What follows belongs to an exercise in optimizing a design on an open flow for small area and a short achievable clock period; a production flow would make more cautious choices. Where RTL was checked, it was by simulation tests only, not by an equivalence proof against the original. No functional check of the RTL was part of runs 2 to 6. Power and IR drop assume default switching activity.

==> flow/design.v <==
module tlc5955_gs_buffer #(
    parameter int DaisyChain = 2,
    parameter int AddrWidth  = 7
) (
    input  logic                 clk,
    input  logic                 reset,
    input  logic                 wr_en,
    input  logic [AddrWidth-1:0] wr_addr,
    input  logic [15:0]          wr_data,
    input  logic                 swap,
    output logic                 swap_pending,
    output logic                 front_bank,
    output logic                 spi_transfer,
    input  logic                 spi_busy,
    input  logic                 next_data,
    output logic [15:0]          data_out,
    output logic                 underrun
);
    localparam int Words = 48 * DaisyChain;
    localparam logic [AddrWidth-1:0] LastAddr = AddrWidth'(Words - 1);
    typedef enum logic [1:0] {IDLE, ARM, STREAM} state_t;
    state_t               state_q;
    state_t               state_d;
    logic                 start;
    logic                 active;
    logic                 drained;
    logic                 pop;
    logic                 last_pop;
    logic [AddrWidth-1:0] rd_ptr;
    logic [AddrWidth-1:0] rd_addr;
    logic [15:0]          ram [2][Words];
    always_comb begin
        state_d = state_q;
        start   = 1'b0;
        unique case (state_q)
            IDLE: begin
                if (swap_pending || swap) begin
                    start   = 1'b1;
                    state_d = ARM;
                end
            end
            ARM: begin
                if (spi_busy) state_d = STREAM;
            end
            STREAM: begin
                if (!spi_busy) state_d = IDLE;
            end
            default: state_d = IDLE;
        endcase
    end
    always_comb begin
        active   = (state_q != IDLE);
        pop      = next_data && active && !drained;
        last_pop = pop && (rd_ptr == '0);
        rd_addr  = rd_ptr;
        if (pop && !last_pop) rd_addr = rd_ptr - 1'b1;
    end
    always_ff @(posedge clk) begin
        if (wr_en && (wr_addr <= LastAddr)) begin
            ram[!front_bank][wr_addr] <= wr_data;
        end
    end
    always_ff @(posedge clk) begin
        if (reset) begin
            state_q      <= IDLE;
            front_bank   <= 1'b0;
            swap_pending <= 1'b0;
            spi_transfer <= 1'b0;
            underrun     <= 1'b0;
            rd_ptr       <= LastAddr;
            drained      <= 1'b0;
            data_out     <= '0;
        end else begin
            state_q      <= state_d;
            spi_transfer <= start;
            if (start) begin
                front_bank   <= ~front_bank;
                swap_pending <= 1'b0;
                rd_ptr       <= LastAddr;
                drained      <= 1'b0;
            end else begin
                if (swap) swap_pending <= 1'b1;
                if (pop) begin
                    if (last_pop) drained <= 1'b1;
                    else          rd_ptr  <= rd_ptr - 1'b1;
                end
            end
            if (next_data && (!active || drained)) underrun <= 1'b1;
            if (!active || drained || last_pop) data_out <= '0;
            else                                data_out <= ram[front_bank][rd_addr];
        end
    end
endmodule
==> flow/run.sh <==
#!/bin/bash
# synth_recipe.tcl (not shown) runs the flow's synth.tcl, then flattens the netlist and writes it again
# the make line also repeats each setting of config.mk as NAME=value (left out here)
make -C /OpenROAD-flow-scripts/flow DESIGN_CONFIG=/design/flow/config.mk WORK_HOME=/design/flow/orfs CLKGATE_MAP_FILE= SYNTH_SCRIPT=/design/flow/synth_recipe.tcl finish
==> flow/config.mk <==
export PLATFORM = sky130hd
export DESIGN_NAME = tlc5955_gs_buffer
export DESIGN_NICKNAME = tlc5955_gs_buffer
export VERILOG_FILES = /design/flow/design.v
export SDC_FILE = /design/flow/constraint.sdc
export NUM_CORES = 4
export LEC_CHECK = 0
export CAP_MARGIN = 20
export CORE_MARGIN = 2
export CORE_UTILIZATION = 40
export SETUP_SLACK_MARGIN = 0.25
export SLEW_MARGIN = 20
==> flow/constraint.sdc <==
create_clock -name core_clock -period 5.2 [get_ports {clk}]
set_input_delay 1.0400 -clock core_clock [delete_from_list [all_inputs] [get_ports {clk}]]
set_output_delay 1.0400 -clock core_clock [all_outputs]
set_load 0.01 [all_outputs]
==> flow_summary.yaml, run 1 <==
outcome:
  status: "no timing/DRC/antenna violations"
job:
  max-cap-violations: 0
cts:
  path_clk_slew_ps: 60
  clock_path_buffers: 4
  clock_latency_ps: 910
  tritoncts: "done"
  cts.sinks: 3102
  cts_htree_levels: 5
  tritoncts.num_buffers: 319
  cts_root_buf: "clkbuf_16"
hold_path:
  min_from: "drained"
  hp-class: "flop to flop"
  worst_hold_path.num_cells: 2
worst_setup_path:
  path_depth: 13
  end_kind: "flop"
  critPathRequiredTime_ps: 5960
  start_kind: "flop"
  critPathLaunch: "rd_ptr[1]"
  reg2reg_depth: 13
  crit_arrival_ps: 5700
  critPathMaxFanout: 9
  r2r_setup_slack_ps: 260
  cp-endpoint: "data_out[2]"
  crit_chain: "inv_1 > ha_1 > or3b_1 > nor2_2 > o22ai_4 > a2111oi_0 > a221oi_1 > a221oi_1 > o31ai_1 > buf_4 > o211ai_1 > buf_4 > a211oi_1"
  critical_path_class: "flop to flop"
  cp_top_family: "compound AO/OA/AOI/OAI gates"
  r2r_start: "rd_ptr[1]"
  slowest_delay_ps: 760
  path_buf_inv: 3
  rr_endpoint: "data_out[2]"
  critPathSlowestCell: "a2111oi_0"
die:
  rows: 203
  core_area_um2: 306000
  die_area_um2: 312000
  start_util: 0.402
  die_w_um: 558
  design.portCount: 49
  die_h_um: 558
yosys:
  synth-edff-count: 3072
  ys_warn_count: 1
  synthAdderAreaFrac: 0.000835
  async_flop_share: 0
  syn_area_um2: 123000
  yosysUniqueCellTypes: 97
  syn_nets: 7643
  synth_top_family_by_area: "multiplexers"
  synthXorXnorAreaFrac: 0.000285
  postSynthCellCount: 7607
  synth_area_per_cell_um2: 16.2
  yosysSeqAreaShare: 0.755
  yosys.area_share.simple: 0.0657
  synth_compound_area_frac: 0.0748
  synth_seq_cells: 3102
  ys.flop_type: "edfxtp_1"
  synth.mux.area_fraction: 0.0808
detailed_routing:
  dr_total_vias: 77100
  drt-total-wl_um: 405000
  drc: 0
  wl_per_cell_um: 31.8
  drt_iter0_markers: 11200
  first_pass_iters: 8
  viasPerCell: 6.05
  ant_nets: 0
timing:
  finalSetupViolCount: 0
  fin_crit_sh: 0.950
  slew_headroom: 0.133
  rsz0062_at_grt: "true"
  fin_worst_skew_ps: 65.0
  timing.hold.ws_ps: 492
  fin_crit_ps: 4940
  fin_tns_setup_ps: 0
  drv_slew: 0
  fmax_mhz: 202
  worst_pin_slew_ps: 1300
  hold_violations: 0
layout:
  syn_to_final_growth_pct: 18.0
  multi_input_area_um2: 27800
  regArea_um2: 92800
  final.fill_count: 25800
  drive_above_1_share: 0.206
  nNetsFinal: 8421
global_route:
  grt_max_degree: 148
  grt_pass1_wl_um: 567000
  grt_pass1_vias: 74000
  antenna_found_initial: 24
  track_usage: 0.255
  grt-ovfl-total: 0
placement:
  hpwl_um: 251000
  place.gp.congestion: 0.936
  portBuffers: 48
power_and_ir_drop:
  pwr_density_cell_nw_per_um2: 377
  ir_drop_mv: 0.225
  power_uw: 54600
  leakagePower_uw: 0.0478
==> layer usage <==
metal | routed length (µm) | global-route usage | up-vias
met1 | 156000 | 0.345 | 39600
met3 | 42100 | 0.0465 | 850
li1 | - | - | 31700
met2 | 185000 | 0.399 | 4824
met4 | 22100 | 0.122 | 8
met5 | 55 | 0 | -
==> logic make-up (layout without fill, tap and decap cells) <==
family	Yosys count	after routing
flip-flops	3102	3102
buffers and inverters	534	1555
multiplexers	784	784
XOR/XNOR	4	4
adder cells (fa/ha/maj)	7	7
AO/OA/AOI/OAI	1304	1304
other	0	9
AND/OR/NAND/NOR	1872	1872
==> power breakdown <==
| group | internal [µW] | switching [µW] |
|---|---|---|
| sequential | 27500 | 61.2 |
| combinational | 1570 | 2840 |
| clock | 13000 | 9680 |
| total | 42100 | 12600 |
==> cell type report <==
cell class	instances	share of cell area
inverter	15	0.000388
tap	4100	0.0354
antenna	9	0.000155
timing repair buffer	976	0.0624
multi-input combinational	3971	0.192
sequential	3102	0.640
clock inverter	180	0.0123
clock buffer	384	0.0579
==> worst reg2reg max path: cells and delay by family, from the launching register on <==
kind,cells,cell delay (ps)
AO/OA/AOI/OAI,7,2460
adder cells (fa/ha/maj),1,210
buffers and inverters,3,640
flip-flops,1,310
AND/OR/NAND/NOR,2,1220
==> sequential cells by signal (all words and copies together), names as in the netlist <==
| register | count |
|---|---|
| spi_transfer | 1 |
| drained | 1 |
| swap_pending | 1 |
| rd_ptr | 7 |
| underrun | 1 |
| state_q | 2 |
| front_bank | 1 |
| data_out | 16 |
| ram | 3072 |
==> cell usage in the layout, fill, tap and decap left out, drive strengths merged, types with 28 or more instances in the layout <==
cell type and count:
nor4 40, nand4 80, o22ai 142, o31ai 61, clkdlybuf4s50 32, mux4 159
a21oi 335, nor2 239, a22oi 34, clkbuf 384, nand2 1076, a211oi 29
clkinv 133, edfxtp 3072, a2111oi 47, nand3 251, nor3 81, a31oi 79
a221oi 39, mux2i 554, o21ai 99, and3 42, o221ai 160, mux2 71
dfxtp 30, bufinv 28, buf 944
==> repair_timing <==
action	4_1_cts	5_1_grt
hold buffers	0	0
cloned	0	0
resized for setup	0	8
setup endpoints to repair	5	7
pin swaps	1	0
setup buffers	3	0
==> how the worst min path moves through the flow <==
stage | endpoint | slack, ps
after floorplan | drained | 440
after global placement | drained | 460
after detailed placement | drained | 480
after CTS | drained | 500
after global routing | drained | 510
final | drained | 490
==> cell usage after synthesis, types with 11 or more instances <==
cell type  instances  area share
mux2_2            70      0.0064
clkbuf_1         236      0.0072
nor2_1           239      0.0073
a311oi_1          23      0.0016
a22oi_1           33      0.0020
a31oi_1           79      0.0040
o211ai_1          20      0.0012
a32oi_1           24      0.0017
o21ai_0           93      0.0038
and3_1            42      0.0021
a21boi_0          11     0.00067
a211oi_1          28      0.0017
a211o_1           11     0.00078
and2_1            20      0.0010
buf_1             57      0.0017
o22a_1            16      0.0011
nor4_1            39      0.0020
buf_4             62      0.0038
nand4_1           80      0.0041
dfxtp_1           30      0.0049
inv_1             13     0.00040
o41ai_1           13     0.00093
nand2_1         1076       0.033
o211a_1           12     0.00098
o221ai_1         160       0.011
a2111oi_0         43      0.0031
o31ai_1           61      0.0037
a21oi_1          335       0.014
a221oi_1          39      0.0028
o221a_2           16      0.0015
o22ai_1          142      0.0072
buf_2            114      0.0046
mux4_2           158       0.029
a41oi_1           13     0.00093
buf_6             47      0.0043
mux2i_1          554       0.045
edfxtp_1        3072        0.75
nor3_1            79      0.0032
a32o_1            15      0.0012
nand3_1          250       0.010
==> stage by stage <==
step | cells | util | setup WS (ps) | cell area [µm²]
finish | 12700 | 0.474 | 261 | 145000
global route | 12700 | 0.474 | 191 | 145000
CTS | 12700 | 0.474 | 283 | 145000
detailed placement | 12200 | 0.441 | -664 | 135000
global placement | 12200 | 0.441 | -898 | 135000
floorplan | 7607 | - | 842 | 123000
==> inputs of run 2 (changes only) <==
--- a/flow/design.v
+++ b/flow/design.v
@@ -27,7 +27,9 @@
     logic                 pop;
     logic                 last_pop;
-    logic [AddrWidth-1:0] rd_ptr;
-    logic [AddrWidth-1:0] rd_addr;
+    logic                 at_zero;     
+    logic [AddrWidth-1:0] nxt_addr;    
     logic [15:0]          ram [2][Words];
+    logic [15:0]          nxt_word;
+    logic [15:0]          top_word;
     always_comb begin
         state_d = state_q;
@@ -52,7 +54,7 @@
         active   = (state_q != IDLE);
         pop      = next_data && active && !drained;
-        last_pop = pop && (rd_ptr == '0);
-        rd_addr  = rd_ptr;
-        if (pop && !last_pop) rd_addr = rd_ptr - 1'b1;
+        last_pop = pop && at_zero;
+        nxt_word = ram[front_bank][nxt_addr];
+        top_word = ram[front_bank][LastAddr];
     end
     always_ff @(posedge clk) begin
@@ -68,5 +70,6 @@
             spi_transfer <= 1'b0;
             underrun     <= 1'b0;
-            rd_ptr       <= LastAddr;
+            nxt_addr     <= LastAddr - 1'b1;
+            at_zero      <= 1'b0;
             drained      <= 1'b0;
             data_out     <= '0;
@@ -77,16 +80,21 @@
                 front_bank   <= ~front_bank;
                 swap_pending <= 1'b0;
-                rd_ptr       <= LastAddr;
+                nxt_addr     <= LastAddr - 1'b1;
+                at_zero      <= 1'b0;
                 drained      <= 1'b0;
             end else begin
                 if (swap) swap_pending <= 1'b1;
                 if (pop) begin
-                    if (last_pop) drained <= 1'b1;
-                    else          rd_ptr  <= rd_ptr - 1'b1;
+                    if (at_zero) drained <= 1'b1;
+                    else begin
+                        nxt_addr <= nxt_addr - 1'b1;
+                        at_zero  <= (nxt_addr == '0);
+                    end
                 end
             end
             if (next_data && (!active || drained)) underrun <= 1'b1;
             if (!active || drained || last_pop) data_out <= '0;
-            else                                data_out <= ram[front_bank][rd_addr];
+            else if (pop)                       data_out <= nxt_word;
+            else if (spi_transfer)              data_out <= top_word;
         end
     end
==> run 2 against run 1 <==
Compared with the run above:
- still clean
- via count is 20% lower
- critical path depth is 5 lower
- synthesized cell count is 27% lower
- hold slack better by 15 ps
- combinational power is 35% lower
- largest cell class unchanged
- highest routed layer unchanged
==> flow_summary.yaml, run 2 <==
outcome:
  status: "no timing/DRC/antenna violations"
yosys:
  yosysSeqAreaShare: 0.769
  postSynthCellCount: 5574
  ys.flop_type: "edfxtp_1"
  synthTopCellsByArea: "edfxtp_1 76%, mux4_2 12%, mux2i_1 2.5%"
  synth_seq_cells: 3103
  ys_warn_count: 1
  synthTopCellsByCount: "3072 x edfxtp_1, 668 x mux4_2, 301 x mux2i_1"
  syn_nets: 5609
  syn_area_um2: 121000
  synth_top_area_frac: 0.764
  synth_area_per_cell_um2: 21.7
  async_flop_share: 0
  yosysUniqueCellTypes: 80
  synth.largest_area_cell: "edfxtp_1"
  synth-edff-count: 3072
  yosysMostFrequentCell: "edfxtp_1"
cts:
  cts.sinks: 3103
  postCtsSetupRepairBufs: 0
  hold_buffers: 0
  cts_htree_levels: 5
  clock_latency_ps: 900
  tritoncts: "done"
  clock_path_buffers: 4
  cts_resized: 0
  tritoncts.num_buffers: 321
  cts_root_buf: "clkbuf_16"
  path_clk_slew_ps: 60
timing:
  worst_pin_slew_ps: 1160
  hold_violations: 0
  rsz0062_at_grt: "false"
  drv_slew: 0
  fin_worst_skew_ps: 77.1
  fin_crit_ps: 4560
  fin_crit_sh: 0.877
  fin_tns_setup_ps: 0
  fmax_mhz: 219
  slew_headroom: 0.227
  finalSetupViolCount: 0
placement:
  hpwl_um: 217000
  portBuffers: 48
  place.gp.congestion: 0.939
  placed_cells: 9723
  place_area_um2: 128000
worst_setup_path:
  crit_arrival_ps: 5290
  start_kind: "flop"
  crit_chain: "buf_4 > mux4_2 > nor2_1 > nor2_1 > a221oi_1 > o21ai_0 > o31ai_1 > a221oi_2"
  r2r_start: "nxt_addr[0]"
  end_kind: "flop"
  critPathMaxFanout: 34
  reg2reg_depth: 8
  path_common_cell: "nor2_1"
  rr_endpoint: "data_out[11]"
  r2r_setup_slack_ps: 640
  critical_path_class: "flop to flop"
  slowest_delay_ps: 1070
  critPathRequiredTime_ps: 5930
  critPathSlowestCell: "dfxtp_4"
layout:
  nNetsFinal: 6123
  syn_to_final_growth_pct: 14.3
  layout_common_cells: "3072 x edfxtp_1, 668 x mux4_2, 420 x buf_4, 323 x clkbuf_16, 301 x mux2i_1"
  final_cells: 10300
  regMostFlops: "ram"
  stdcell_area_um2: 138000
  final.fill_count: 24700
  drive_above_1_share: 0.274
  final_core_util: 0.460
  largest_reg_flops: 3072
  mostFrequentLayoutCell: "edfxtp_1"
  top_regs: "ram (3072), data_out (16), nxt_addr (7)"
die:
  design.portCount: 49
  start_util: 0.402
  die_area_um2: 306000
  core_area_um2: 300000
  die_h_um: 553
  rows: 201
  die_w_um: 553
global_route:
  track_usage: 0.227
  grt-ovfl-total: 0
  grt_max_degree: 138
  use_met1: 0.314
  use_met3: 0.0452
  grt_pass1_wl_um: 490000
  antenna_found_initial: 28
  grt_pass1_vias: 60600
  top_usage_layer: "met2"
  globalRouteMet2Util: 0.349
power_and_ir_drop:
  leakagePower_uw: 0.0442
  ir_drop_mv: 0.271
  pwr_density_cell_nw_per_um2: 379
  power_uw: 52300
job:
  max-cap-violations: 0
hold_path:
  worst_hold_path.num_cells: 2
  min_from: "swap_pending"
  holdPathEnd: "swap_pending"
  hp-class: "flop to flop"
detailed_routing:
  drt-total-wl_um: 353000
  viasPerCell: 6.00
  dr_total_vias: 61800
  drt_iter0_markers: 9228
  drc: 0
  wl_per_cell_um: 34.3
  first_pass_iters: 12
  ant_nets: 0
==> run 2: changes by cell type after synthesis, sizes merged, moves of 73 or more <==
| cell | before | now |
|---|---|---|
| nand2 | 1076 | 210 |
| mux4 | 159 | 707 |
| mux2i | 554 | 301 |
| a21oi | 335 | 88 |
| nand3 | 251 | 26 |
| clkbuf | 238 | 89 |
| o22ai | 142 | 28 |
| o221ai | 160 | 70 |
| nand4 | 80 | 7 |
==> run 2: worst max-delay path by stage <==
stage,start,endpoint,slack (ps),cells after the start
final,nxt_addr[0],data_out[11],640,8
after global routing,nxt_addr[0],data_out[11],820,8
after detailed placement,wr_addr[6],ram[56][6],840,9
after floorplan,front_bank,ram[112][0],1260,9
after CTS,nxt_addr[0],data_out[11],900,8
after global placement,wr_addr[6],ram[56][6],860,9
==> run 2: critical path, delay by kind of cell (launching register included) <==
family	cells	cell delay, ps
AND/OR/NAND/NOR	2	170
flip-flops	1	1070
AO/OA/AOI/OAI	4	1760
buffers and inverters	1	660
multiplexers	1	630
==> run 2: cells by family (layout without fill, tap and decap cells) <==
logic type / Yosys count / in the layout / share of synthesized area
buffers and inverters: 338 / 1091 / 0.0212
adders and majority gates: 6 / 6 / 0.000746
xor gates and xnor gates: 6 / 6 / 0.000435
and+or+nand+nor: 627 / 627 / 0.0217
muxes: 1025 / 1025 / 0.160
DFF: 3103 / 3103 / 0.769
other: 0 / 9 / 0
AOI/OAI and AO/OA: 469 / 469 / 0.0272
==> run 2: per-layer routing <==
layer / part of all wire / up-vias
li1: - / 24500
met1: 0.39 / 33200
met2: 0.46 / 3472
met3: 0.094 / 664
met4: 0.052 / 6
met5: 0.00084 / -
==> run 2: metrics by stage <==
stage | setup slack, ps | hold WS (ps)
2_1_floorplan | 1260 | 452
3_3_place_gp | 858 | 480
3_5_place_dp | 842 | 495
4_1_cts | 897 | 507
5_1_grt | 823 | 519
6_report | 639 | 506
==> run 2: layout make-up <==
type | instances | area (µm²) | area share
flip-flops and latches | 3103 | 92900 | 0.673
well taps | 3958 | 4950 | 0.0359
clock inverters | 164 | 1400 | 0.0101
multi-input cells | 2133 | 25600 | 0.186
diodes | 9 | 22.5 | 0.000163
inverters | 11 | 53.8 | 0.000390
clock buffers | 398 | 8360 | 0.0606
repair buffers | 518 | 4650 | 0.0337
==> run 2: power breakdown <==
| group | switching (µW) | total [µW] | leakage, µW | internal, µW |
|---|---|---|---|---|
| Combinational | 1900 | 2850 | 0.0116 | 952 |
| Sequential | 62.9 | 27600 | 0.0279 | 27500 |
| Clock | 9540 | 21800 | 0.00476 | 12300 |
==> inputs of run 3 (changes only) <==
--- a/flow/design.v
+++ b/flow/design.v
@@ -17,19 +17,23 @@
     output logic                 underrun
 );
-    localparam int Words = 48 * DaisyChain;
+    localparam int Words  = 48 * DaisyChain;
+    localparam int Groups = Words / 8;
     localparam logic [AddrWidth-1:0] LastAddr = AddrWidth'(Words - 1);
+    localparam int NxtStart = Words - 2;    
     typedef enum logic [1:0] {IDLE, ARM, STREAM} state_t;
-    state_t               state_q;
-    state_t               state_d;
-    logic                 start;
-    logic                 active;
-    logic                 drained;
-    logic                 pop;
-    logic                 last_pop;
-    logic                 at_zero;     
-    logic [AddrWidth-1:0] nxt_addr;    
-    logic [15:0]          ram [2][Words];
-    logic [15:0]          nxt_word;
-    logic [15:0]          top_word;
+    state_t      state_q;
+    state_t      state_d;
+    logic        start;
+    logic        active;
+    logic        drained;
+    logic        pop;
+    logic        last_pop;
+    logic        at_zero;            
+    logic [Groups-1:0] grp_q;        
+    logic [7:0]        sub_q [2];    
+    logic [15:0] ram [2][Words];
+    logic [15:0] grp_word [Groups];
+    logic [15:0] nxt_word;
+    logic [15:0] top_word;
     always_comb begin
         state_d = state_q;
@@ -55,10 +59,37 @@
         pop      = next_data && active && !drained;
         last_pop = pop && at_zero;
-        nxt_word = ram[front_bank][nxt_addr];
-        top_word = ram[front_bank][LastAddr];
+        for (int g = 0; g < Groups; g++) begin
+            grp_word[g] = '0;
+            for (int s = 0; s < 8; s++) begin
+                grp_word[g] = grp_word[g] | ({16{sub_q[0][s]}} & ram[0][8*g+s])
+                                          | ({16{sub_q[1][s]}} & ram[1][8*g+s]);
+            end
+        end
+        nxt_word = '0;
+        for (int g = 0; g < Groups; g++) begin
+            nxt_word = nxt_word | ({16{grp_q[g]}} & grp_word[g]);
+        end
+        top_word = front_bank ? ram[1][Words-1] : ram[0][Words-1];
     end
     always_ff @(posedge clk) begin
         if (wr_en && (wr_addr <= LastAddr)) begin
             ram[!front_bank][wr_addr] <= wr_data;
+        end
+    end
+    always_ff @(posedge clk) begin
+        if (start) begin
+            grp_q    <= Groups'(1) << (NxtStart / 8);
+            sub_q[0] <= front_bank ? 8'(1) << (NxtStart % 8) : 8'h00;
+            sub_q[1] <= front_bank ? 8'h00 : 8'(1) << (NxtStart % 8);
+            at_zero  <= 1'b0;
+            drained  <= 1'b0;
+        end else if (pop) begin
+            if (at_zero) drained <= 1'b1;
+            else begin
+                at_zero  <= grp_q[0] && (sub_q[0][0] || sub_q[1][0]);
+                sub_q[0] <= {sub_q[0][0], sub_q[0][7:1]};
+                sub_q[1] <= {sub_q[1][0], sub_q[1][7:1]};
+                if (sub_q[0][0] || sub_q[1][0]) grp_q <= grp_q >> 1;
+            end
         end
     end
@@ -70,7 +101,4 @@
             spi_transfer <= 1'b0;
             underrun     <= 1'b0;
-            nxt_addr     <= LastAddr - 1'b1;
-            at_zero      <= 1'b0;
-            drained      <= 1'b0;
             data_out     <= '0;
         end else begin
@@ -80,16 +108,6 @@
                 front_bank   <= ~front_bank;
                 swap_pending <= 1'b0;
-                nxt_addr     <= LastAddr - 1'b1;
-                at_zero      <= 1'b0;
-                drained      <= 1'b0;
-            end else begin
-                if (swap) swap_pending <= 1'b1;
-                if (pop) begin
-                    if (at_zero) drained <= 1'b1;
-                    else begin
-                        nxt_addr <= nxt_addr - 1'b1;
-                        at_zero  <= (nxt_addr == '0);
-                    end
-                end
+            end else if (swap) begin
+                swap_pending <= 1'b1;
             end
             if (next_data && (!active || drained)) underrun <= 1'b1;
--- a/flow/config.mk
+++ b/flow/config.mk
@@ -9,4 +9,4 @@
 export CORE_MARGIN = 2
 export CORE_UTILIZATION = 40
-export SETUP_SLACK_MARGIN = 0.25
+export SETUP_SLACK_MARGIN = 2.8
 export SLEW_MARGIN = 20
==> run 3 against run 2 <==
Compared with the run above:
- still clean
- sequential share of layout area down 0.72 points
- final cell count up 0.23%
- utilization up 4.2 points
- register-to-register slack better by 1400 ps
- sequential power about the same
- via count up 7.7%
- synthesized cell count up 3.3%
- wire length up 8.8%
- critical endpoint is now data_out[4]
==> flow_summary.yaml, run 3 <==
layout:
  layout_common_cells: "3088 x edfxtp_1, 765 x a22o_1, 438 x a221oi_1, 364 x clkbuf_16, 291 x a221oi_2"
  final_core_util: 0.502
  regMostFlops: "ram"
  nNetsFinal: 6373
  syn_to_final_growth_pct: 24.6
  mostFrequentLayoutCell: "edfxtp_1"
  largest_reg_flops: 3072
  top_regs: "ram (3072), data_out (16), sub_q (16)"
  drive_above_1_share: 0.268
cts:
  hold_buffers: 0
  path_clk_slew_ps: 60
  cts_htree_levels: 5
  cts.sinks: 3124
  tritoncts: "done"
  cts_root_buf: "clkbuf_16"
  clock_path_buffers: 4
  tritoncts.num_buffers: 320
  clock_latency_ps: 940
yosys:
  async_flop_share: 0
  yosysMostFrequentCell: "edfxtp_1"
  yosysSeqAreaShare: 0.829
  synth_seq_cells: 3124
  synth.largest_area_cell: "edfxtp_1"
  ys_warn_count: 3
  synth_top_area_frac: 0.823
  postSynthCellCount: 5760
  ys.flop_type: "edfxtp_1"
  syn_nets: 5792
  synthTopCellsByArea: "edfxtp_1 82%, a22o_1 6.1%, a221oi_1 6.1%"
  synth_area_per_cell_um2: 19.6
  synthTopCellsByCount: "3088 x edfxtp_1, 784 x a22o_1, 779 x a221oi_1"
  yosysUniqueCellTypes: 34
  syn_area_um2: 113000
  synth-edff-count: 3088
timing:
  fin_worst_skew_ps: 55.7
  hold_violations: 0
  fin_ws_ps: 2070
  rsz0062_at_grt: "true"
  fin_crit_ps: 3130
  finalSetupViolCount: 0
  fmax_mhz: 320
  drv_slew: 0
  slew_headroom: 0.193
  fin_tns_setup_ps: 0
  worst_pin_slew_ps: 1210
  fin_crit_sh: 0.602
detailed_routing:
  drc: 0
  wl_per_cell_um: 37.3
  drt_iter0_markers: 12400
  viasPerCell: 6.45
  drt-total-wl_um: 385000
  first_pass_iters: 7
  dr_total_vias: 66600
  ant_nets: 0
power_and_ir_drop:
  leakagePower_uw: 0.0442
  pwr_density_cell_nw_per_um2: 414
  ir_drop_mv: 0.276
worst_setup_path:
  critPathRequiredTime_ps: 6000
  end_kind: "flop"
  crit_arrival_ps: 3930
  critPathMaxFanout: 10
  crit_chain: "buf_6 > buf_4 > buf_6 > a22o_1 > a221oi_1 > nand4_1 > a22oi_2 > and3_2 > a31oi_1"
  critPathSlowestCell: "edfxtp_1"
  path_common_cell: "buf_6"
  critical_path_class: "flop to flop"
  start_kind: "flop"
  critPathLaunch: "sub_q[0][1]"
  slowest_delay_ps: 510
  r2r_start: "sub_q[0][1]"
die:
  rows: 194
  die_h_um: 535
  core_area_um2: 280000
  die_area_um2: 286000
  design.portCount: 49
  die_w_um: 535
  start_util: 0.403
placement:
  hpwl_um: 207000
  place.gp.congestion: 0.940
  portBuffers: 48
  dp_slack_ps: 886
global_route:
  grt-ovfl-total: 0
  grt_max_degree: 131
  grt_pass1_wl_um: 499000
  track_usage: 0.249
  antenna_found_initial: 14
  grt_pass1_vias: 62100
hold_path:
  min_from: "underrun"
  hp-class: "flop to flop"
job:
  max-cap-violations: 0
outcome:
  status: "no timing/DRC/antenna violations"
==> run 3: changes by cell type after synthesis, moves of 70 or more <==
cell,change
a221oi_1,+726
a22o_1,+782
clkbuf_1,+101
mux2i_1,-274
mux4_2,-668
nand2_1,-181
nand4_1,+185
o221ai_1,-70
==> run 3: per-layer routing <==
metal | vias up | GRT usage | share of wire
met5 | - | 0 | 0.000081
met4 | 6 | 0.107 | 0.054
met3 | 844 | 0.0521 | 0.12
met2 | 4947 | 0.387 | 0.46
met1 | 34500 | 0.341 | 0.37
li1 | 26300 | - | -
==> run 3: stage by stage <==
| stage | instances | instance area, µm² | hold slack [ps] | total power (µW) |
|---|---|---|---|---|
| floorplan | 5760 | 115000 | 463 | 31200 |
| global placement | 9309 | 120000 | 441 | 33600 |
| detailed placement | 9309 | 120000 | 439 | 33700 |
| CTS | 10200 | 136000 | 453 | 57200 |
| global route | 10300 | 140000 | 469 | 59300 |
| finish | 10300 | 140000 | 451 | 58200 |
==> run 3: final timing paths <==
path | endpoint | slack, ps | cells past startpoint
setup / recovery | data_out[4] | 2070 | 9
hold / removal | underrun | 450 | 2
setup reg to reg | data_out[4] | 2070 | 9
hold reg to reg | underrun | 450 | 2
==> run 3: power by group <==
group	total [µW]	switching, µW	internal, µW
Sequential	27800	86.7	27700
Combinational	7490	5060	2430
Clock	22900	9430	13500
==> run 3: kinds of logic (layout without fill, tap and decap cells) <==
kind of cell,after synthesis,in the layout,synth area share
and+or+nand+nor,505,505,0.0222
DFF,3124,3124,0.829
adders and majority gates,3,3,0.000400
AOI/OAI and AO/OA,1691,1691,0.129
other,0,11,0
muxes,27,27,0.00240
xor gates and xnor gates,2,2,0.000155
buffers and inverters,408,1231,0.0163
==> run 3: worst max-delay path, delay by kind of cell, from the launching register on <==
family	cells	cell delay [ps]
AO/OA/AOI/OAI	4	1190
buffers and inverters	3	560
flip-flops	1	510
AND/OR/NAND/NOR	2	700
==> run 3: cell type report <==
class	count	area [µm²]
diodes	11	27.5
clock buffers	397	8580
clock inverters	167	1720
fillers	21900	139000
inverters	5	21.3
multi-input cells	2228	22300
flip-flops and latches	3124	93500
well taps	3724	4660
repair buffers	662	9550
==> run 3: timing repair <==
item                                    in CTS  in global routing
setup buffers                              297                 59
gates resized for setup                    472                464
gates cloned                                31                 47
endpoints found under the setup margin    3136               1154
pin swaps                                  221                166
==> inputs of run 4 (changes only) <==
--- a/flow/config.mk
+++ b/flow/config.mk
@@ -9,4 +9,4 @@
 export CORE_MARGIN = 2
 export CORE_UTILIZATION = 40
-export SETUP_SLACK_MARGIN = 2.8
+export SETUP_SLACK_MARGIN = 0.25
 export SLEW_MARGIN = 20
==> run 4 against run 3 <==
Compared with the run above:
- final cell count down 2.9%
- wire length shrank 12%
- sequential power about the same
==> flow_summary.yaml, run 4 <==
global_route:
  grt-ovfl-total: 0
  grt_pass1_wl_um: 470000
  grt_pass1_vias: 60000
  grt_max_degree: 130
  antenna_found_initial: 9
  track_usage: 0.232
die:
  die_w_um: 535
  start_util: 0.403
  core_area_um2: 280000
  rows: 194
  die_h_um: 535
  design.portCount: 49
  die_area_um2: 286000
timing:
  fin_crit_sh: 0.747
  hold_violations: 0
  rsz0062_at_grt: "false"
  fin_worst_skew_ps: 57.4
  slew_headroom: 0.180
  fin_crit_ps: 3880
  fmax_mhz: 257
  fin_tns_setup_ps: 0
  worst_pin_slew_ps: 1230
  fin_ws_ps: 1320
  drv_slew: 0
  finalSetupViolCount: 0
worst_setup_path:
  end_kind: "flop"
  critPathMaxFanout: 92
  critPathRequiredTime_ps: 5980
  start_kind: "flop"
  crit_arrival_ps: 4670
  critical_path_class: "flop to flop"
  r2r_setup_slack_ps: 1320
detailed_routing:
  drt_iter0_markers: 10400
  first_pass_iters: 8
  ant_nets: 0
  drc: 0
  dr_total_vias: 63100
  wl_per_cell_um: 33.9
  viasPerCell: 6.30
  drt-total-wl_um: 340000
yosys:
  synth.largest_area_cell: "edfxtp_1"
  synth_top_area_frac: 0.823
  postSynthCellCount: 5760
  ys_warn_count: 3
  yosysUniqueCellTypes: 34
  ys.flop_type: "edfxtp_1"
  synth_seq_cells: 3124
  synth_area_per_cell_um2: 19.6
  synthTopCellsByArea: "edfxtp_1 82%, a22o_1 6.1%, a221oi_1 6.1%"
  syn_area_um2: 113000
  synth-edff-count: 3088
  syn_nets: 5792
  synthTopCellsByCount: "3088 x edfxtp_1, 784 x a22o_1, 779 x a221oi_1"
  yosysMostFrequentCell: "edfxtp_1"
  async_flop_share: 0
  yosysSeqAreaShare: 0.829
outcome:
  status: "no timing/DRC/antenna violations"
placement:
  dp_slack_ps: 656
  portBuffers: 48
  place.gp.congestion: 0.908
  hpwl_um: 206000
layout:
  drive_above_1_share: 0.141
  largest_reg_flops: 3072
  regMostFlops: "ram"
  top_regs: "ram (3072), data_out (16), sub_q (16)"
  layout_common_cells: "3088 x edfxtp_1, 784 x a22o_1, 779 x a221oi_1, 318 x clkbuf_16, 309 x buf_4"
  final.fill_count: 23200
  syn_to_final_growth_pct: 14.4
  nNetsFinal: 6100
  multi_input_area_um2: 17700
  mostFrequentLayoutCell: "edfxtp_1"
  regArea_um2: 93500
power_and_ir_drop:
  leakagePower_uw: 0.0402
  ir_drop_mv: 0.263
  pwr_density_cell_nw_per_um2: 424
cts:
  path_clk_slew_ps: 60
  postCtsSetupRepairBufs: 0
  clock_path_buffers: 4
  tritoncts: "done"
  cts_htree_levels: 5
  cts_resized: 0
  cts.sinks: 3124
  hold_buffers: 0
  cts_root_buf: "clkbuf_16"
  tritoncts.num_buffers: 314
  clock_latency_ps: 940
hold_path:
  hp-class: "flop to flop"
job:
  max-cap-violations: 0
[run 4: changes by cell type in the layout (fill, tap and decap cells not counted), sizes merged, moves of 6 or more]
cell | before | now
inv | 8 | 14
bufbuf | 8 | 0
bufinv | 36 | 22
buf | 610 | 363
clkinv | 123 | 110
clkbuf | 430 | 391
clkdlybuf4s50 | 7 | 32
diode | 11 | 5
[run 4: worst paths after layout]
check              startpoint          end  depth (start not counted)
setup / recovery  sub_q[0][3]  data_out[8]                          7
hold reg to reg      underrun     underrun                          2
hold / removal       underrun     underrun                          2
setup reg to reg  sub_q[0][3]  data_out[8]                          7
[run 4: cell type report]
cell class | instances | area share
inverter | 5 | 0.000146
sequential | 3124 | 0.725
timing repair buffer | 395 | 0.0276
clock inverter | 148 | 0.0101
antenna | 5 | 0.0000970
tap | 3724 | 0.0361
clock buffer | 391 | 0.0641
multi-input combinational | 2228 | 0.137
[run 4: cells by family after synthesis]
family | synth area share
flip-flops | 0.829
multiplexers | 0.00240
AO/OA/AOI/OAI | 0.129
XOR/XNOR | 0.000155
adder cells (fa/ha/maj) | 0.000400
buffers and inverters | 0.0163
AND/OR/NAND/NOR | 0.0222
[run 4: critical path: stages, from the launching register on]
cell and delay [ps]:
edfxtp_1 830, buf_12 430, a22o_1 310, a221oi_1 440, nand4_1 220, a22oi_1 700, and3_1 540, a31oi_1 140
[run 4: through the flow]
step | cell area (µm²) | instances | utilization | total power (µW) | hold slack (ps)
floorplan | 113000 | 5760 | - | 31000 | 463
global placement | 119000 | 9473 | 0.426 | 33500 | 440
detailed placement | 119000 | 9476 | 0.427 | 33600 | 444
CTS | 129000 | 10000 | 0.461 | 54800 | 422
global route | 129000 | 10000 | 0.461 | 56000 | 441
finish | 129000 | 10000 | 0.461 | 54600 | 454
[run 4: metal layers]
metal,track usage,up-vias,part of all wire
li1,-,25600,-
met1,0.323,32900,0.39
met2,0.362,4052,0.46
met3,0.0479,573,0.11
met4,0.0825,0,0.038
met5,0,-,0
[run 4: power by group]
| part | internal, µW | switching [µW] | total, µW |
|---|---|---|---|
| sequential | 27700 | 95.1 | 27800 |
| combinational | 1450 | 3850 | 5310 |
| clock | 12300 | 9170 | 21500 |
| total | 41500 | 13100 | 54600 |
==> inputs of run 5 (changes only) <==
--- a/flow/design.v
+++ b/flow/design.v
@@ -1,2 +1,40 @@
+module gs_aoi222 (
+    input  logic a0, b0, a1, b1, a2, b2,
+    output logic y
+);
+    assign y = ~((a0 & b0) | (a1 & b1) | (a2 & b2));
+endmodule
+module gs_nand4 (
+    input  logic a, b, c, d,
+    output logic y
+);
+    assign y = ~(a & b & c & d);
+endmodule
+module gs_nor4 (
+    input  logic a, b, c, d,
+    output logic y
+);
+    assign y = ~(a | b | c | d);
+endmodule
+module gs_read_bit (
+    input  logic [191:0] sel,
+    input  logic [191:0] d,
+    output logic         y
+);
+    logic [63:0] l1;
+    logic [15:0] l2;
+    logic [3:0]  l3;
+    for (genvar i = 0; i < 64; i++) begin : g_l1
+        gs_aoi222 u (.a0(sel[3*i]), .b0(d[3*i]), .a1(sel[3*i+1]), .b1(d[3*i+1]),
+                     .a2(sel[3*i+2]), .b2(d[3*i+2]), .y(l1[i]));
+    end
+    for (genvar i = 0; i < 16; i++) begin : g_l2
+        gs_nand4 u (.a(l1[4*i]), .b(l1[4*i+1]), .c(l1[4*i+2]), .d(l1[4*i+3]), .y(l2[i]));
+    end
+    for (genvar i = 0; i < 4; i++) begin : g_l3
+        gs_nor4 u (.a(l2[4*i]), .b(l2[4*i+1]), .c(l2[4*i+2]), .d(l2[4*i+3]), .y(l3[i]));
+    end
+    gs_nand4 u_l4 (.a(l3[0]), .b(l3[1]), .c(l3[2]), .d(l3[3]), .y(y));
+endmodule
 module tlc5955_gs_buffer #(
     parameter int DaisyChain = 2,
@@ -17,5 +55,5 @@
     output logic                 underrun
 );
-    localparam int Words  = 48 * DaisyChain;
+    localparam int Words  = 48 * DaisyChain;    
     localparam int Groups = Words / 8;
     localparam logic [AddrWidth-1:0] LastAddr = AddrWidth'(Words - 1);
@@ -33,5 +71,5 @@
     logic [7:0]        sub_q [2];    
     logic [15:0] ram [2][Words];
-    logic [15:0] grp_word [Groups];
+    logic [2*Words-1:0] rd_sel;      
     logic [15:0] nxt_word;
     logic [15:0] top_word;
@@ -59,16 +97,17 @@
         pop      = next_data && active && !drained;
         last_pop = pop && at_zero;
-        for (int g = 0; g < Groups; g++) begin
-            grp_word[g] = '0;
-            for (int s = 0; s < 8; s++) begin
-                grp_word[g] = grp_word[g] | ({16{sub_q[0][s]}} & ram[0][8*g+s])
-                                          | ({16{sub_q[1][s]}} & ram[1][8*g+s]);
-            end
-        end
-        nxt_word = '0;
-        for (int g = 0; g < Groups; g++) begin
-            nxt_word = nxt_word | ({16{grp_q[g]}} & grp_word[g]);
+        for (int w = 0; w < Words; w++) begin
+            rd_sel[2*w]   = grp_q[w/8] & sub_q[0][w%8];
+            rd_sel[2*w+1] = grp_q[w/8] & sub_q[1][w%8];
         end
         top_word = front_bank ? ram[1][Words-1] : ram[0][Words-1];
+    end
+    for (genvar j = 0; j < 16; j++) begin : g_rd
+        logic [2*Words-1:0] d;
+        for (genvar w = 0; w < Words; w++) begin : g_w
+            assign d[2*w]   = ram[0][w][j];
+            assign d[2*w+1] = ram[1][w][j];
+        end
+        gs_read_bit u_bit (.sel(rd_sel), .d(d), .y(nxt_word[j]));
     end
     always_ff @(posedge clk) begin
--- a/flow/config.mk
+++ b/flow/config.mk
@@ -8,5 +8,9 @@
 export CAP_MARGIN = 20
 export CORE_MARGIN = 2
-export CORE_UTILIZATION = 40
-export SETUP_SLACK_MARGIN = 0.25
+export CORE_UTILIZATION = 60
+export CTS_CLUSTER_DIAMETER = 100
+export CTS_CLUSTER_SIZE = 30
+export SETUP_SLACK_MARGIN = 2.6
 export SLEW_MARGIN = 20
+export SYNTH_HIERARCHICAL = 1
+export SYNTH_MINIMUM_KEEP_SIZE = 0
==> run 5 against run 4 <==
Compared with the run above:
- still clean on timing, DRC and antenna
- synthesized area down 2.6%
- clock-buffer cell count is 217 lower
- critical path depth grew 2
- die area is 35% lower
- wire length shrank 5.2%
- critical path type unchanged
- largest cell class unchanged
- largest power group unchanged
- highest routed layer is now met5
==> flow_summary.yaml, run 5 <==
outcome:
  status: "no timing/DRC/antenna violations"
cts:
  cts.sinks: 3124
  tritoncts.num_buffers: 114
  path_clk_slew_ps: 120
  cts_htree_levels: 3
  clock_latency_ps: 820
  cts_root_buf: "clkbuf_16"
  hold_buffers: 0
  tritoncts: "done"
  clock_path_buffers: 3
worst_setup_path:
  critPathMaxFanout: 16
  crit_chain: "buf_12 > and2_4 > a222oi_1 > nand4_1 > nor4_4 > buf_4 > nand4_1 > nand2_1 > a21oi_1"
  critical_path_class: "flop to flop"
  critPathSlowestCell: "a222oi_1"
  end_kind: "flop"
  crit_arrival_ps: 4030
  path_common_cell: "nand4_1"
  reg2reg_depth: 9
  critPathRequiredTime_ps: 5890
  slowest_delay_ps: 560
  start_kind: "flop"
power_and_ir_drop:
  power_uw: 41800
  ir_drop_mv: 0.282
  swShare: 0.218
  clock_power_share: 0.274
  internal-power_uw: 32700
  leakagePower_uw: 0.0375
  sequentialPowerShare: 0.664
  combinationalPowerShare: 0.062
  pwr_density_cell_nw_per_um2: 337
  power.net_switching_uw: 9120
hold_path:
  hp-class: "flop to flop"
  worst_hold_path.num_cells: 2
yosys:
  syn_nets: 5209
  synth_seq_cells: 3124
  postSynthCellCount: 5177
  async_flop_share: 0
  ys_warn_count: 8
  synth-edff-count: 3088
  synth_area_per_cell_um2: 21.2
  yosysMostFrequentCell: "edfxtp_1"
  synthTopCellsByArea: "edfxtp_1 85%, a222oi_1 9.3%, nand4_1 1.6%"
  synthTopCellsByCount: "3088 x edfxtp_1, 1024 x a222oi_1, 273 x nand4_1"
  synth_top_area_frac: 0.845
  syn_area_um2: 110000
  yosysUniqueCellTypes: 38
  synth.largest_area_cell: "edfxtp_1"
  ys.flop_type: "edfxtp_1"
  yosysSeqAreaShare: 0.852
layout:
  regMostFlops: "ram"
  syn_to_final_growth_pct: 13.3
  layout_common_cells: "3088 x edfxtp_1, 1024 x a222oi_1, 273 x nand4_1, 235 x buf_4, 164 x buf_12"
  drive_above_1_share: 0.188
  largest_reg_flops: 3072
  final.fill_count: 11500
  mostFrequentLayoutCell: "edfxtp_1"
  top_regs: "ram (3072), data_out (16), sub_q (16)"
  nNetsFinal: 5781
detailed_routing:
  wl_per_cell_um: 39.4
  viasPerCell: 7.55
  drt-total-wl_um: 322000
  dr_total_vias: 61900
  ant_nets: 0
  first_pass_iters: 10
  drc: 0
  drt_iter0_markers: 14100
die:
  start_util: 0.605
  die_area_um2: 186000
  rows: 156
  die_h_um: 432
  die_w_um: 432
  design.portCount: 49
  core_area_um2: 181000
global_route:
  track_usage: 0.341
  antenna_found_initial: 13
  grt_pass1_vias: 56900
  grt_pass1_wl_um: 443000
  grt-ovfl-total: 0
  grt_max_degree: 102
timing:
  fin_crit_sh: 0.643
  slew_headroom: 0.142
  fin_tns_setup_ps: 0
  worst_pin_slew_ps: 1290
  fin_worst_skew_ps: 33.6
  rsz0062_at_grt: "true"
  finalSetupViolCount: 0
  drv_slew: 0
  fmax_mhz: 299
  fin_crit_ps: 3350
  hold_violations: 0
placement:
  portBuffers: 48
  place.gp.congestion: 0.897
  hpwl_um: 198000
job:
  max-cap-violations: 0
## run 5: cell count changes in the layout (fill, tap and decap cells not counted), moves of 76 or more
| cell | delta |
|---|---|
| nor2_1 | -128 |
| clkbuf_16 | -195 |
| nand4_1 | +81 |
| a222oi_1 | +1008 |
| a221oi_1 | -779 |
| and2_4 | +76 |
| nor2_4 | +146 |
| a22o_1 | -784 |
| buf_12 | +129 |
## run 5: layout make-up
| class | count | area, µm² | area share |
|---|---|---|---|
| Inverter | 6 | 27.5 | 0.000221 |
| Sequential cell | 3124 | 93500 | 0.752 |
| Multi-Input combinational cell | 1988 | 18100 | 0.146 |
| Tap cell | 2370 | 2970 | 0.0238 |
| Antenna cell | 10 | 25.0 | 0.000201 |
| Timing Repair Buffer | 515 | 6470 | 0.0520 |
| Clock buffer | 174 | 3230 | 0.0259 |
| Clock inverter | 5 | 56.3 | 0.000453 |
## run 5: worst paths after layout
kind                   to  slack (ps)         from
min              underrun         460     underrun
max reg2reg  data_out[10]        1850  sub_q[1][6]
max          data_out[10]        1850  sub_q[1][6]
min reg2reg      underrun         460     underrun
## run 5: metal layers
layer,vias up,routed length [µm],track usage
li1,24800,-,-
met1,32300,122000,0.503
met2,4338,153000,0.530
met3,437,36200,0.0519
met4,10,11700,0.117
met5,-,65,0
## run 5: per-stage QoR
stage	area (µm²)	cells	util	hold WS, ps	worst slack, ps
2_1_floorplan	111000	5177	-	445	2160
3_3_place_gp	116000	7723	0.639	439	911
3_5_place_dp	116000	7723	0.639	455	926
4_1_cts	123000	8135	0.680	472	1910
5_1_grt	124000	8184	0.686	480	1930
6_report	124000	8192	0.686	465	1850
## run 5: critical path: cells and delay by family, from the launching register on
| kind | cells | cell delay, ps |
|---|---|---|
| DFF | 1 | 470 |
| and+or+nand+nor | 5 | 1690 |
| buffers and inverters | 2 | 410 |
| AOI/OAI and AO/OA | 2 | 630 |
## run 5: power groups by stage
stage          Clock [µW]  Combinational [µW]  Sequential [µW]
4_1_cts             11600                2500            27800
3_5_place_dp            0                2240            28400
6_report            11500                2600            27800
3_3_place_gp            0                2210            28400
2_1_floorplan           0                 789            28300
5_1_grt             12300                2620            27800
## run 5: logic make-up (layout without fill, tap and decap cells)
group | after synthesis | after routing | share of synthesized area
DFF | 3124 | 3124 | 0.852
other | 0 | 10 | 0
and+or+nand+nor | 882 | 887 | 0.0470
muxes | 16 | 16 | 0.00146
buffers and inverters | 70 | 700 | 0.00288
AOI/OAI and AO/OA | 1080 | 1080 | 0.0966
adders and majority gates | 3 | 3 | 0.000410
xor gates and xnor gates | 2 | 2 | 0.000160
## run 5: modules after synthesis, one instance, submodules excluded, excerpt
module             area, µm²  flops+latches  times used
tlc5955_gs_buffer      97000           3124           1
gs_nand4                6.26              0         272
gs_aoi222               10.0              0        1024
gs_nor4                 12.5              0          64
## run 5: timing repair
action,in CTS,in global routing
setup buffers,228,39
resized for setup,358,110
endpoints found under the setup margin,3108,1729
pin swaps,351,129
gates cloned,5,8
==> inputs of run 6 (changes only) <==
--- a/flow/config.mk
+++ b/flow/config.mk
@@ -8,5 +8,5 @@
 export CAP_MARGIN = 20
 export CORE_MARGIN = 2
-export CORE_UTILIZATION = 60
+export CORE_UTILIZATION = 40
 export CTS_CLUSTER_DIAMETER = 100
 export CTS_CLUSTER_SIZE = 30
==> run 6 against run 5 <==
Compared with the run above:
- largest cell class unchanged
- synthesized cell count did not move
- worst setup slack improved by 190 ps
- critical path depth unchanged
- critical endpoint is now data_out[3]
- total power up 0.76%
- highest routed layer unchanged
- first-iteration DRC count rose by 0.53%
- die area increased by 49%
- cell area rose by 2.3%
- sequential share of layout area decreased by 1.6 points
- still clean
==> flow_summary.yaml, run 6 <==
hold_path:
  hp-class: "flop to flop"
timing:
  finalSetupViolCount: 0
  worst_pin_slew_ps: 1100
  hold_violations: 0
  slew_headroom: 0.268
  fin_worst_skew_ps: 81.5
  fin_crit_sh: 0.607
  timing.hold.ws_ps: 451
  fin_tns_setup_ps: 0
  fin_crit_ps: 3160
  fmax_mhz: 317
  rsz0062_at_grt: "true"
  drv_slew: 0
detailed_routing:
  viasPerCell: 6.53
  wl_per_cell_um: 35.5
  dr_total_vias: 61900
  first_pass_iters: 14
  drt-total-wl_um: 336000
  drt_iter0_markers: 14200
  drc: 0
  ant_nets: 0
global_route:
  grt_pass1_wl_um: 456000
  track_usage: 0.232
  grt-ovfl-total: 0
  grt_max_degree: 109
  grt_pass1_vias: 57200
  antenna_found_initial: 21
worst_setup_path:
  start_kind: "flop"
  crit_arrival_ps: 3880
  critPathMaxFanout: 6
  end_kind: "flop"
  critical_path_class: "flop to flop"
  critPathRequiredTime_ps: 5920
cts:
  cts_htree_levels: 3
  cts_root_buf: "clkbuf_16"
  hold_buffers: 0
  tritoncts: "done"
  cts.sinks: 3124
  path_clk_slew_ps: 110
  clock_path_buffers: 3
  tritoncts.num_buffers: 116
  clock_latency_ps: 870
yosys:
  yosysMostFrequentCell: "edfxtp_1"
  syn_area_um2: 110000
  ys_warn_count: 8
  synth_area_per_cell_um2: 21.2
  yosysUniqueCellTypes: 38
  syn_nets: 5209
  synth_seq_cells: 3124
  synth-edff-count: 3088
  async_flop_share: 0
  yosysSeqAreaShare: 0.852
  synthTopCellsByArea: "edfxtp_1 85%, a222oi_1 9.3%, nand4_1 1.6%"
  synth.largest_area_cell: "edfxtp_1"
  synthTopCellsByCount: "3088 x edfxtp_1, 1024 x a222oi_1, 273 x nand4_1"
  ys.flop_type: "edfxtp_1"
  postSynthCellCount: 5177
  synth_top_area_frac: 0.845
die:
  die_area_um2: 279000
  die_h_um: 528
  design.portCount: 49
  start_util: 0.402
  die_w_um: 528
  core_area_um2: 273000
  rows: 192
outcome:
  status: "no timing/DRC/antenna violations"
layout:
  layout_common_cells: "3088 x edfxtp_1, 1024 x a222oi_1, 273 x nand4_1, 216 x buf_4, 167 x buf_12"
  top_regs: "ram (3072), data_out (16), sub_q (16)"
  largest_reg_flops: 3072
  syn_to_final_growth_pct: 15.9
  mostFrequentLayoutCell: "edfxtp_1"
  final_cells: 9467
  regMostFlops: "ram"
  nNetsFinal: 5837
  drive_above_1_share: 0.204
  final_core_util: 0.466
  final.fill_count: 22200
power_and_ir_drop:
  ir_drop_mv: 0.352
  leakagePower_uw: 0.0380
  power_uw: 42200
  pwr_density_cell_nw_per_um2: 331
placement:
  portBuffers: 48
  place.gp.congestion: 0.902
  placed_cells: 8935
  hpwl_um: 203000
job:
  max-cap-violations: 0
==> run 6: what timing repair did <==
item	in CTS	in global routing
setup endpoints to repair	3108	1946
pin swaps	373	236
buffers inserted	216	81
resized for setup	462	198
cloned	17	27
==> run 6: cell type report <==
type | instances | area [µm²] | area share
Multi-Input combinational cell | 1994 | 18400 | 0.145
Timing Repair Buffer | 563 | 7380 | 0.0581
Sequential cell | 3124 | 93500 | 0.735
Tap cell | 3589 | 4490 | 0.0353
Clock buffer | 156 | 3080 | 0.0242
Clock inverter | 19 | 264 | 0.00208
Inverter | 6 | 27.5 | 0.000216
Antenna cell | 16 | 40.0 | 0.000315
==> run 6: cell families (layout without fill, tap and decap cells) <==
group / Yosys count / in the layout / share of synthesized area
xor gates and xnor gates: 2 / 2 / 0.000160
AOI/OAI and AO/OA: 1080 / 1080 / 0.0966
other: 0 / 16 / 0
DFF: 3124 / 3124 / 0.852
adders and majority gates: 3 / 3 / 0.000410
buffers and inverters: 70 / 744 / 0.00288
and+or+nand+nor: 882 / 893 / 0.0470
muxes: 16 / 16 / 0.00146
==> run 6: critical path, cell delays in order (launching register included) <==
cell and delay [ps]:
edfxtp_1 430, buf_6 160, buf_6 110, and2_4 190, a222oi_1 810, nand4_1 310, nor4_4 690, nand4_1 170
nand2_1 90, a21oi_1 60
==> run 6: routing by layer <==
layer,vias up,GRT usage,share of wire
met2,4322,0.367,0.47
met5,-,0,0.00016
met1,32100,0.318,0.37
met3,489,0.0440,0.11
li1,24900,-,-
met4,8,0.0911,0.045
==> run 6: power by group <==
group	internal (µW)	leakage, µW	total (µW)	switching (µW)
Combinational	701	0.00829	2800	2100
Sequential	27700	0.0281	27800	61.2
Clock	4340	0.00161	11600	7250
Total	32800	0.0380	42200	9410
==> run 6: path summary, 6_finish.rpt <==
path / startpoint / end / slack [ps] / cells past startpoint
max: sub_q[0][1] / data_out[3] / 2040 / 9
min: underrun / underrun / 450 / 2
max reg2reg: sub_q[0][1] / data_out[3] / 2040 / 9
min reg2reg: underrun / underrun / 450 / 2
==> run 6: through the flow <==
stage               setup slack [ps]  area, µm²
finish                          2040     127000
global route                    2080     127000
CTS                             2120     125000
detailed placement               803     117000
global placement                 776     117000
floorplan                       2160     111000
==> run 6: Yosys stat by module (local to each module, per instance), excerpt <==
module	area, µm²	cells inside	times used	flip-flops and latches
gs_nor4	12.5	1	64	0
gs_nand4	6.26	1	272	0
tlc5955_gs_buffer	97000	3817	1	3124
gs_aoi222	10.0	1	1024	0

==> afterwards: timing with drivers on the ports <==
Ports are ideal in the flow. The routed layouts listed here were re-timed in OpenROAD.
Step 1, drivers: a clkbuf_16 drives clk and a buf_2 each remaining input, both assumed.
Step 2 also shifts input and output timing later by t, the mid clock arrival at the registers, as if the neighbouring blocks saw the same clock.
a / b / c = ideal ports / drivers / drivers and shift; a / b = the first two.
run | t, ns | slack for setup (ns) | worst setup path after step 2 | pins driven straight from the clock port
run 1 | 0.983 | 0.261 / 0.261 / -0.469 | input to register | 1
run 2 | 0.953 | 0.639 / 0.639 / 0.639 | register to register | 1
run 3 | 1.024 | 2.071 / 2.071 / 1.669 | input to register | 1
run 4 | 1.019 | 1.315 / 1.315 / 0.674 | input to register | 1
run 5 | 0.887 | 1.854 / 1.854 / 1.583 | input to register | 1
run 6 | 0.923 | 2.042 / 2.042 / 1.512 | input to register | 1
Met with ideal ports but missed after step 2: setup timing in run 1. For run 1, which loses most, drivers alone change the setup slack by 0.000 ns; drivers and shift together by -0.730 ns.
